What follows belongs to an exercise in optimizing a design on an open flow for a short achievable clock period and few clock cycles per item; a production flow would make more cautious choices. Function was checked by simulation only, so behaviour that the tests miss may differ from the original. The flow treats the clock pin as an ideal source. Dropping or thinning the clock tree relies on that and would not hold on a real chip. Power and IR drop assume default switching activity.

// call_stack_exclusive_time
module call_stack_exclusive_time
#(
  parameter int MAX_FUNCS   = cset_pkg::DEF_MAX_FUNCS,
  parameter int STACK_DEPTH = cset_pkg::DEF_STACK_DEPTH
) (
  input  logic                   clk_i,
  input  logic                   rst_ni,
  input  logic                   cfg_we_i,
  input  logic [cset_pkg::CNT_WIDTH-1:0]   cfg_wdata_i,     
  input  logic                   s_axis_tvalid,
  output logic                   s_axis_tready,
  input  logic [cset_pkg::TDATA_WIDTH-1:0] s_axis_tdata,    
  input  logic [0:0]             s_axis_tuser,    
  output logic                   m_axis_tvalid,
  input  logic                   m_axis_tready,
  output logic [cset_pkg::TDATA_WIDTH-1:0] m_axis_tdata,    
  output logic [1:0]             m_axis_tuser     
);
For scale: about 8000 flip-flops, roughly 97 I/O pins.
export LEC_CHECK = 0
export CAP_MARGIN = 20
export CORE_MARGIN = 2
export CORE_UTILIZATION = 70
export PLACE_DENSITY = 0.78
export SLEW_MARGIN = 60
create_clock -name core_clock -period 10.0 [get_ports {clk_i}]
standard.sh (not shown) runs the stock make flow with config.mk's settings and CLKGATE_MAP_FILE= SYNTH_SCRIPT=/design/flow/synth_recipe.tcl, a recipe that flattens the netlist after the stock synthesis.
==> flow/flow/run.sh <==
#!/bin/bash
# The standard layout with these changes:
# - the clock tree is built by flow/mytree.tcl (a balanced tree from a recursive bisection
#   of the registers' positions, three buffer levels, clkbuf_8 at the leaves) instead of TritonCTS;
# - each output port's buffer is placed next to the register that drives it
#   (flow/outbuf.tcl, run with the clock tree before the CTS step);
# - the resizer may swap cells of different footprints (MATCH_CELL_FOOTPRINT=0);
# - the timing repair steps aim for more setup slack than the 10 ns clock needs, so that
#   they size and buffer the design towards a shorter period.
# The constraints (constraint.sdc) are the design's, unchanged.
set -euo pipefail
W=$(pwd)
export CT_LEVELS="2 5 9"
export CT_BUFS="sky130_fd_sc_hd__clkbuf_16 sky130_fd_sc_hd__clkbuf_16 sky130_fd_sc_hd__clkbuf_8"
bash standard.sh SETUP_SLACK_MARGIN=7.0 MATCH_CELL_FOOTPRINT=0 PRE_CTS_TCL="$W/flow/pre_cts.tcl" finish > standard_flow.log 2>&1
==> flow/flow/mytree.tcl <==
# Clock tree built by recursive bisection of the registers' positions.
# The clock port drives a few root buffers; every level below splits its registers into two
# halves of equal count along the longer side of their bounding box, and buffers sit at the
# centre of the registers they serve. Every register gets the same number of buffers
# between it and the port.
#   CT_LEVELS: bisection depths at which buffers sit, e.g. {2 5 9}: 4 roots at depth 2,
#   a buffer per depth-5 group, a leaf buffer per depth-9 group.
set ::ct_buf   [expr {[info exists ::env(CT_BUF)] ? $::env(CT_BUF) : "sky130_fd_sc_hd__clkbuf_16"}]
set ::ct_levels [expr {[info exists ::env(CT_LEVELS)] ? $::env(CT_LEVELS) : {2 5 9}}]

set ::ct_db     [ord::get_db]
set ::ct_block  [ord::get_db_block]
set ::ct_master [$::ct_db findMaster $::ct_buf]
# optional buffer cell per level, in the order of CT_LEVELS
set ::ct_bufs [expr {[info exists ::env(CT_BUFS)] ? $::env(CT_BUFS) : {}}]
set ::ct_clk    [$::ct_block findNet clk_i]
set ::ct_count  0

# sinks: {x y iterm}
set ::ct_sinks {}
foreach it [$::ct_clk getITerms] {
  set inst [$it getInst]
  set bb [$inst getBBox]
  set x [expr {([$bb xMin] + [$bb xMax]) / 2}]
  set y [expr {([$bb yMin] + [$bb yMax]) / 2}]
  lappend ::ct_sinks [list $x $y $it]
}
puts "mytree: [llength $::ct_sinks] clock sinks"

proc ct_split {items} {
  set xs [lmap i $items {lindex $i 0}]
  set ys [lmap i $items {lindex $i 1}]
  set dx [expr {[tcl::mathfunc::max {*}$xs] - [tcl::mathfunc::min {*}$xs]}]
  set dy [expr {[tcl::mathfunc::max {*}$ys] - [tcl::mathfunc::min {*}$ys]}]
  set k [expr {$dx >= $dy ? 0 : 1}]
  set sorted [lsort -integer -index $k $items]
  set h [expr {[llength $sorted] / 2}]
  return [list [lrange $sorted 0 [expr {$h - 1}]] [lrange $sorted $h end]]
}

# build the subtree for items at bisection depth d; returns {x y iterm} of its input pin,
# or the items themselves (a list of such triples) when no buffer sits at this depth
proc ct_build {items d} {
  set last [lindex $::ct_levels end]
  if {$d == $last || [llength $items] <= 1} {
    set kids $items
  } else {
    lassign [ct_split $items] a b
    set kids [concat [ct_build $a [expr {$d + 1}]] [ct_build $b [expr {$d + 1}]]]
  }
  if {[lsearch -exact $::ct_levels $d] >= 0} {
    set m $::ct_master
    set li [lsearch -exact $::ct_levels $d]
    if {[llength $::ct_bufs] > $li} { set m [$::ct_db findMaster [lindex $::ct_bufs $li]] }
    return [list [ct_buffer $kids $m]]
  }
  return $kids
}

proc ct_buffer {kids master} {
  set sx 0; set sy 0
  foreach k $kids { set sx [expr {$sx + [lindex $k 0]}]; set sy [expr {$sy + [lindex $k 1]}] }
  set n [llength $kids]
  set x [expr {$sx / $n}]
  set y [expr {$sy / $n}]
  set name "ctbuf_$::ct_count"
  set net [odb::dbNet_create $::ct_block "ctnet_$::ct_count"]
  $net setSigType CLOCK
  incr ::ct_count
  set inst [odb::dbInst_create $::ct_block $master $name]
  set w [[$inst getMaster] getWidth]
  set h [[$inst getMaster] getHeight]
  $inst setLocation [expr {$x - $w / 2}] [expr {$y - $h / 2}]
  $inst setPlacementStatus PLACED
  foreach k $kids {
    set it [lindex $k 2]
    $it disconnect
    $it connect $net
  }
  $inst setSourceType TIMING
  [$inst findITerm X] connect $net
  return [list $x $y [$inst findITerm A]]
}

set ::ct_top [ct_build $::ct_sinks 0]
foreach k $::ct_top {
  set it [lindex $k 2]
  $it connect $::ct_clk
}
puts "mytree: $::ct_count buffers, [llength $::ct_top] driven by the clock port"
Other scripts of this flow, unchanged in this note and not shown: flow/flow/outbuf.tcl, flow/flow/pre_cts.tcl
The starting point completed without violations.
Testbench counts at the start, summed over its fixed seeds: cycles 19,370, items 19,314.
Change:
--- a/flow/flow/run.sh
+++ b/flow/flow/run.sh
@@ -2,5 +2,5 @@
 # The standard layout with these changes:
 # - the clock tree is built by flow/mytree.tcl (a balanced tree from a recursive bisection
-#   of the registers' positions, three buffer levels, clkbuf_8 at the leaves) instead of TritonCTS;
+#   of the registers' positions, three buffer levels) instead of TritonCTS;
 # - each output port's buffer is placed next to the register that drives it
 #   (flow/outbuf.tcl, run with the clock tree before the CTS step);
@@ -12,4 +12,3 @@
 W=$(pwd)
 export CT_LEVELS="2 5 9"
-export CT_BUFS="sky130_fd_sc_hd__clkbuf_16 sky130_fd_sc_hd__clkbuf_16 sky130_fd_sc_hd__clkbuf_8"
 bash standard.sh SETUP_SLACK_MARGIN=7.0 MATCH_CELL_FOOTPRINT=0 PRE_CTS_TCL="$W/flow/pre_cts.tcl" finish > standard_flow.log 2>&1
--- a/flow/flow/mytree.tcl
+++ b/flow/flow/mytree.tcl
@@ -12,6 +12,4 @@
 set ::ct_block  [ord::get_db_block]
 set ::ct_master [$::ct_db findMaster $::ct_buf]
-# optional buffer cell per level, in the order of CT_LEVELS
-set ::ct_bufs [expr {[info exists ::env(CT_BUFS)] ? $::env(CT_BUFS) : {}}]
 set ::ct_clk    [$::ct_block findNet clk_i]
 set ::ct_count  0
@@ -50,13 +48,10 @@
   }
   if {[lsearch -exact $::ct_levels $d] >= 0} {
-    set m $::ct_master
-    set li [lsearch -exact $::ct_levels $d]
-    if {[llength $::ct_bufs] > $li} { set m [$::ct_db findMaster [lindex $::ct_bufs $li]] }
-    return [list [ct_buffer $kids $m]]
+    return [list [ct_buffer $kids]]
   }
   return $kids
 }
 
-proc ct_buffer {kids master} {
+proc ct_buffer {kids} {
   set sx 0; set sy 0
   foreach k $kids { set sx [expr {$sx + [lindex $k 0]}]; set sy [expr {$sy + [lindex $k 1]}] }
@@ -68,5 +63,5 @@
   $net setSigType CLOCK
   incr ::ct_count
-  set inst [odb::dbInst_create $::ct_block $master $name]
+  set inst [odb::dbInst_create $::ct_block $::ct_master $name]
   set w [[$inst getMaster] getWidth]
   set h [[$inst getMaster] getHeight]
--- a/flow/config.mk
+++ b/flow/config.mk
@@ -8,5 +8,5 @@
 export CAP_MARGIN = 20
 export CORE_MARGIN = 2
-export CORE_UTILIZATION = 70
-export PLACE_DENSITY = 0.78
+export CORE_UTILIZATION = 65
+export PLACE_DENSITY = 0.75
 export SLEW_MARGIN = 60
Result: Global-route usage is lower by 2.1 points; via count barely changes; sequential power is about the same; routed wire length is higher by about 1%; final area is higher by about 2%; die area is higher by about 8%; sequential cell count stays the same; clock skew is higher by 16 ps; total power is higher by about 8%; sequential share of layout area is lower by 1.3 points.
Change:
--- a/flow/flow/run.sh
+++ b/flow/flow/run.sh
@@ -2,5 +2,5 @@
 # The standard layout with these changes:
 # - the clock tree is built by flow/mytree.tcl (a balanced tree from a recursive bisection
-#   of the registers' positions, three buffer levels) instead of TritonCTS;
+#   of the registers' positions, three buffer levels, clkbuf_8 at the leaves) instead of TritonCTS;
 # - each output port's buffer is placed next to the register that drives it
 #   (flow/outbuf.tcl, run with the clock tree before the CTS step);
@@ -12,3 +12,4 @@
 W=$(pwd)
 export CT_LEVELS="2 5 9"
+export CT_BUFS="sky130_fd_sc_hd__clkbuf_16 sky130_fd_sc_hd__clkbuf_16 sky130_fd_sc_hd__clkbuf_8"
 bash standard.sh SETUP_SLACK_MARGIN=7.0 MATCH_CELL_FOOTPRINT=0 PRE_CTS_TCL="$W/flow/pre_cts.tcl" finish > standard_flow.log 2>&1
--- a/flow/flow/mytree.tcl
+++ b/flow/flow/mytree.tcl
@@ -12,4 +12,6 @@
 set ::ct_block  [ord::get_db_block]
 set ::ct_master [$::ct_db findMaster $::ct_buf]
+# optional buffer cell per level, in the order of CT_LEVELS
+set ::ct_bufs [expr {[info exists ::env(CT_BUFS)] ? $::env(CT_BUFS) : {}}]
 set ::ct_clk    [$::ct_block findNet clk_i]
 set ::ct_count  0
@@ -48,10 +50,13 @@
   }
   if {[lsearch -exact $::ct_levels $d] >= 0} {
-    return [list [ct_buffer $kids]]
+    set m $::ct_master
+    set li [lsearch -exact $::ct_levels $d]
+    if {[llength $::ct_bufs] > $li} { set m [$::ct_db findMaster [lindex $::ct_bufs $li]] }
+    return [list [ct_buffer $kids $m]]
   }
   return $kids
 }
 
-proc ct_buffer {kids} {
+proc ct_buffer {kids master} {
   set sx 0; set sy 0
   foreach k $kids { set sx [expr {$sx + [lindex $k 0]}]; set sy [expr {$sy + [lindex $k 1]}] }
@@ -63,5 +68,5 @@
   $net setSigType CLOCK
   incr ::ct_count
-  set inst [odb::dbInst_create $::ct_block $::ct_master $name]
+  set inst [odb::dbInst_create $::ct_block $master $name]
   set w [[$inst getMaster] getWidth]
   set h [[$inst getMaster] getHeight]
After rerunning: The new run completed without violations; clock skew came out lower by 43 ps; worst setup slack improved by 26 ps; routed wire length came out lower by 0.95%; critical path depth is unchanged.
In every run of this note, the design's own scripts or RTL, not TritonCTS, make the clock network.

Setup of run G:
call_stack_exclusive_time, a different RTL version from the one above (not shown whole).
Size in the first run: about 7500 flip-flops, ~300000 sq um of cells after synthesis.
export LEC_CHECK = 0
export CAP_MARGIN = 20
export CORE_MARGIN = 2
export CORE_UTILIZATION = 65
export PLACE_DENSITY = 0.75
export SLEW_MARGIN = 60
create_clock -name core_clock -period 10.0 [get_ports {clk_i}]
==> flow/flow/run.sh <==
#!/bin/bash
# The standard layout with two changes:
# - the clock tree is built by flow/mytree.tcl (a balanced tree from a recursive bisection
#   of the registers' positions, three buffer levels) instead of TritonCTS;
# - the resizer may swap cells of different footprints (MATCH_CELL_FOOTPRINT=0);
# - the timing repair steps aim for more setup slack than the 10 ns clock needs, so that
#   they size and buffer the design towards a shorter period.
# The constraints (constraint.sdc) are the design's, unchanged.
set -euo pipefail
W=$(pwd)
export CT_LEVELS="2 5 9"
bash standard.sh SETUP_SLACK_MARGIN=6.7 MATCH_CELL_FOOTPRINT=0 PRE_CTS_TCL="$W/flow/pre_cts.tcl" finish > standard_flow.log 2>&1
Other scripts of this flow, unchanged in this note and not shown: flow/flow/mytree.tcl, flow/flow/pre_cts.tcl
Run G: done, clean on timing, DRC and antenna
Testbench counts of run G, summed over its fixed seeds: cycles 19,362, items 19,314.
For run Y, these inputs were changed with respect to run G:
# run G
export LEC_CHECK = 0
export CAP_MARGIN = 20
export CORE_MARGIN = 2
export CORE_UTILIZATION = 65
export PLACE_DENSITY = 0.75
export SLEW_MARGIN = 60
create_clock -name core_clock -period 10.0 [get_ports {clk_i}]
# run Y
export LEC_CHECK = 0
export CAP_MARGIN = 20
export CORE_MARGIN = 2
export CORE_UTILIZATION = 65
export PLACE_DENSITY = 0.75
export SLEW_MARGIN = 20
create_clock -name core_clock -period 10.0 [get_ports {clk_i}]
==> flow/flow/run.sh <==
#!/bin/bash
# The standard layout with two changes:
# - the clock tree is built by flow/mytree.tcl (a balanced tree from a recursive bisection
#   of the registers' positions, three buffer levels) instead of TritonCTS;
# - the timing repair steps aim for more setup slack than the 10 ns clock needs, so that
#   they size and buffer the design towards a shorter period.
# The constraints (constraint.sdc) are the design's, unchanged.
set -euo pipefail
W=$(pwd)
export CT_LEVELS="2 5 9"
bash standard.sh SETUP_SLACK_MARGIN=6.6 PRE_CTS_TCL="$W/flow/pre_cts.tcl" finish > standard_flow.log 2>&1
==> comparison <==
Run Y vs run G, start point of the critical path: u_dpath.p2_push vs u_ctrl.out_valid_q
u_dpath.sstk[1552] as the end of the critical path was reported by run Y, and m_axis_tvalid by run G.
Re final cycle utilization of the critical path: run G and run Y aren't equal, and the higher value belongs to run Y.
Between run Y and run G, it is run Y whose fraction of power consumed by combinational cells is lower, by 1.2 points.
Run Y reports its critical setup path kind as reg -> reg while run G reports reg -> out.
Comparing run Y with run G, the sequential power came out essentially unchanged.
Wire length went down by a few percent going from run G to run Y.
No run of this note takes its clock network from TritonCTS; it comes from the design's own scripts or RTL.

-- port drivers added, routing unchanged --
Ports are ideal in the flow. The routed layouts listed here were re-timed in OpenROAD. Step 1 assumes that a clkbuf_16 drives the clock port and a buf_2 every other input. Step 2, shift: input delay + t, output delay - t, t = (earliest + latest rising clock arrival at the registers) / 2. This alone moves slack from input paths to output paths. Slacks: ideal ports / drivers / drivers and shift; pairs: ideal ports / drivers.
run | t, ns | setup slack, ns | worst hold slack (ns) | pins driven straight from the clock port
the first run of note 1 | 1.001 | 6.734 / 6.478 / 6.248 | 0.280 / 0.281 / 0.281 | 4
the second run of note 1 | 1.073 | 6.705 / 6.440 / 6.223 | 0.307 / 0.307 / 0.307 | 4
the third run of note 1 | 1.020 | 6.731 / 6.458 / 6.258 | 0.313 / 0.313 / 0.313 | 4
run G | 1.040 | 6.620 / 6.354 / 5.855 | 0.327 / 0.327 / 0.327 | 4
run Y | 1.054 | 6.511 / 6.337 / 5.869 | 0.327 / 0.327 / 0.327 | 4
After both steps every run listed still meets setup and hold. For run G, which loses most, drivers alone change the setup slack by -0.266 ns; drivers and shift together by -0.765 ns.
